Background: an optimization exercise with open tools, aiming at small area, a short achievable clock period and few clock cycles per item. Do not read the settings as production practice.
The RTL was checked by simulation tests, not by an equivalence proof against the original design.

// mdc_top
module mdc_top (
    input  logic                        clk,
    input  logic                        rst_n,
    input  logic                        in_valid,
    input  logic [15-1:0]      in_data,
    input  logic [9-1:0] in_mode,
    output logic                        out_valid,
    output logic [207-1:0]       out_data
);
clock: 20.0 ns
lec_check: 0
cap_margin: 20
core_margin: 2
core_utilization: 40
slew_margin: 20
synth_hierarchical: 1
synth_minimum_keep_size: 0
standard.sh (not shown) runs the stock make flow with config.mk's settings and CLKGATE_MAP_FILE= SYNTH_SCRIPT=/design/flow/synth_recipe.tcl, a recipe that flattens the netlist after the stock synthesis.
==> flow/flow/run.sh <==
#!/bin/bash
# Standard synthesis and layout, with the resizer's setup repair aimed at
# a tighter slack than the clock period alone asks for. Each tool's full
# output goes to a log file in this folder (ORFS keeps its per-step logs
# under orfs/logs as well).
set -euo pipefail
MARGIN=$(cat flow/margin.txt)
bash standard.sh SETUP_SLACK_MARGIN="$MARGIN" finish > flow_make.log 2>&1
==> flow/flow/margin.txt <==
13
Testbench counts at the start, summed over its fixed seeds: cycles 42,002, matrices 2,400.
Next try:
==> flow/flow/run.sh (replaced) <==
#!/bin/bash
# Standard synthesis and layout, with two changes to how the layout is
# made: the ports get plain buffers (buf_2) instead of the delay-cell
# buffers buffer_ports picks by default, and after floorplanning the
# resizer's setup repair aims at a tighter slack than the clock period
# alone asks for. Each tool's full output goes to a log file in this
# folder (ORFS keeps its per-step logs under orfs/logs as well).
set -euo pipefail
MARGIN=$(cat flow/margin.txt)
bash standard.sh synth floorplan > flow_make_floorplan.log 2>&1
bash standard.sh SETUP_SLACK_MARGIN="$MARGIN" \
    BUFFER_PORTS_ARGS="-buffer_cell sky130_fd_sc_hd__buf_2" finish > flow_make.log 2>&1
==> flow/flow/margin.txt (replaced) <==
14
Effect: The new run completed with no timing, DRC or antenna violations. Sequential share of layout area fell by 1.9 points. Register-to-register slack improved by 0.32 ns. Setup slack gains 0.32 ns. Utilization came out higher by 3.5 points. Non-clock buffer count went up by 212. Flip-flop and latch count is unchanged. Die area does not change. Cell count increases by 4.1%. Design area came out higher by 7.8%. Via count went up by 7.2%.
Next try:
==> flow/flow/run.sh (replaced) <==
#!/bin/bash
# Standard synthesis and layout, with two changes to how the layout is
# made: the ports get plain buffers (buf_2) instead of the delay-cell
# buffers buffer_ports picks by default, and the resizer's setup repair
# aims at a tighter slack than the clock period alone asks for. Each
# tool's full output goes to a log file in this folder (ORFS keeps its
# per-step logs under orfs/logs as well).
set -euo pipefail
MARGIN=$(cat flow/margin.txt)
bash standard.sh SETUP_SLACK_MARGIN="$MARGIN" \
    BUFFER_PORTS_ARGS="-buffer_cell sky130_fd_sc_hd__buf_2" finish > flow_make.log 2>&1
The changed run ran to the end with no violations.
Cell count hardly moves.
Via count is higher by 0.40%.
Register-to-register slack gets better by 0.09 ns.
Sequential cell count does not change.
Wire length is higher by 1.1%.

Another version of the RTL of mdc_top (not shown whole).
For scale: roughly 3900 cells after synthesis, ~240 I/O pins, about 44000 sq um of cells after synthesis.
## mdc_top
module mdc_top (
    input  logic                        clk,
    input  logic                        rst_n,
    input  logic                        in_valid,
    input  logic [15-1:0]      in_data,
    input  logic [9-1:0] in_mode,
    output logic                        out_valid,
    output logic [207-1:0]       out_data
);
export LEC_CHECK = 0
export CAP_MARGIN = 20
export CORE_MARGIN = 2
export CORE_UTILIZATION = 40
export SLEW_MARGIN = 20
export SYNTH_HIERARCHICAL = 1
export SYNTH_MINIMUM_KEEP_SIZE = 0
create_clock -name core_clock -period 20.0 [get_ports {clk}]
==> flow/flow/run.sh <==
#!/bin/bash
# Standard synthesis and layout, with two changes to how the layout is
# made: the ports get plain buffers (buf_2) instead of the delay-cell
# buffers buffer_ports picks by default, and the resizer's setup repair
# aims at a tighter slack than the clock period alone asks for. Each
# tool's full output goes to a log file in this folder (ORFS keeps its
# per-step logs under orfs/logs as well).
set -euo pipefail
MARGIN=$(cat flow/margin.txt)
bash standard.sh SETUP_SLACK_MARGIN="$MARGIN" \
    BUFFER_PORTS_ARGS="-buffer_cell sky130_fd_sc_hd__buf_2" finish > flow_make.log 2>&1
==> flow/flow/margin.txt <==
14.1
Testbench counts at the start, summed over its fixed seeds: cycles 42,002, matrices 2,400.
Change:
==> flow/flow/margin.txt (replaced) <==
14
Settings changed: CORE_UTILIZATION 40 to 50.
Outcome: Fmax drops by 2.2%; setup slack loses 0.13 ns; die area drops by 20%.

RTL: one of the versions met above, not the one the previous note started from.
For scale: ~4,000 cells after synthesis, ~240 I/O pins.
export LEC_CHECK = 0
export CAP_MARGIN = 20
export CORE_MARGIN = 2
export CORE_UTILIZATION = 40
export SLEW_MARGIN = 20
export SYNTH_HIERARCHICAL = 1
export SYNTH_MINIMUM_KEEP_SIZE = 0
create_clock -name core_clock -period 20.0 [get_ports {clk}]
==> flow/flow/margin.txt <==
13
Scripts as last shown in full above: flow/flow/run.sh
The starting point ran to the end with no violations.
Testbench counts at the start, summed over its fixed seeds: cycles 42,002, matrices 2,400.
Edit:
==> flow/flow/margin.txt (replaced) <==
13.5
=>
- synthesized cell count stays the same
- critical path depth rose by 2
- sequential share of layout area fell by 1.1 points
- final area rose by a few percent

Setup of P:
mdc_top with an RTL version that a note above also has.
Size in the first run: ~240 I/O pins, about 44000 sq um of cells after synthesis.
==> flow/config.mk <==
export PLATFORM = sky130hd
export DESIGN_NAME = mdc_top
export DESIGN_NICKNAME = mdc_top
export VERILOG_FILES = /design/flow/design.v
export SDC_FILE = /design/flow/constraint.sdc
export NUM_CORES = 4
export LEC_CHECK = 0
export CAP_MARGIN = 20
export CORE_MARGIN = 2
export CORE_UTILIZATION = 40
export SLEW_MARGIN = 20
export SYNTH_HIERARCHICAL = 1
export SYNTH_MINIMUM_KEEP_SIZE = 0
==> flow/constraint.sdc <==
create_clock -name core_clock -period 20.0 [get_ports {clk}]
set_input_delay 4.0000 -clock core_clock [delete_from_list [all_inputs] [get_ports {clk}]]
set_output_delay 4.0000 -clock core_clock [all_outputs]
set_load 0.01 [all_outputs]
==> flow/flow/margin.txt <==
13.75
Scripts as last shown in full above: flow/flow/run.sh
P: no failed stages, no open violations at the end
Testbench counts of P, summed over its fixed seeds: cycles 42,002, matrices 2,400.
What Q does differently from P at the input level:
==> flow/flow/margin.txt <==
14.25
==> run notes <==
- Q completed; timing, DRC and antenna clean
- Q — final period utilization 1.7 points lower, P as reference
- On final wirelength: Q sits above P.
- P vs Q, highest-delay cell along the critical path: sky130_fd_sc_hd__fa_1 vs sky130_fd_sc_hd__dfrtp_2
- Fmax: Q above P

==> what the ideal ports hide <==
How much do the figures lean on ideal ports? The routed layouts below were timed once more, with nothing changed but the port constraints.
Step 1 sets driving cells, clkbuf_16 on the clock port and buf_2 on the other inputs (assumed; they add their load-dependent delay and slew).
Step 2, shift: input delay + t, output delay - t, t = (earliest + latest rising clock arrival at the registers) / 2. This alone moves slack from input paths to output paths.
Three values: ideal, step 1, step 2; two values: the first two.
run	shift t [ns]	setup slack, ns	clock arrival spread, ns	slew at the worst register clock pin (ns)	cell pins on the clock port's net
the first run of note 1	0.720	13.218 / 13.145 / 13.223	0.030 / 0.029	0.07 / 0.07	1
the second run of note 1	0.722	13.541 / 13.541 / 13.541	0.040 / 0.040	0.07 / 0.07	1
the third run of note 1	0.693	13.633 / 13.633 / 13.633	0.032 / 0.031	0.09 / 0.09	1
the first run of note 2	0.703	14.174 / 14.129 / 13.514	0.043 / 0.043	0.07 / 0.07	1
the second run of note 2	0.689	14.041 / 14.023 / 13.396	0.053 / 0.052	0.07 / 0.07	1
the first run of note 3	0.718	13.119 / 13.119 / 13.119	0.043 / 0.043	0.07 / 0.07	1
the second run of note 3	0.716	13.552 / 13.552 / 13.552	0.040 / 0.040	0.07 / 0.07	1
P	0.715	13.903 / 13.903 / 13.311	0.038 / 0.038	0.07 / 0.07	1
Q	0.720	14.242 / 14.169 / 13.597	0.039 / 0.039	0.08 / 0.08	1
After both steps setup and hold are still met in every run listed. The setup slack of the first run of note 2, which loses most, moves by -0.045 ns with the drivers and by -0.660 ns with both steps.
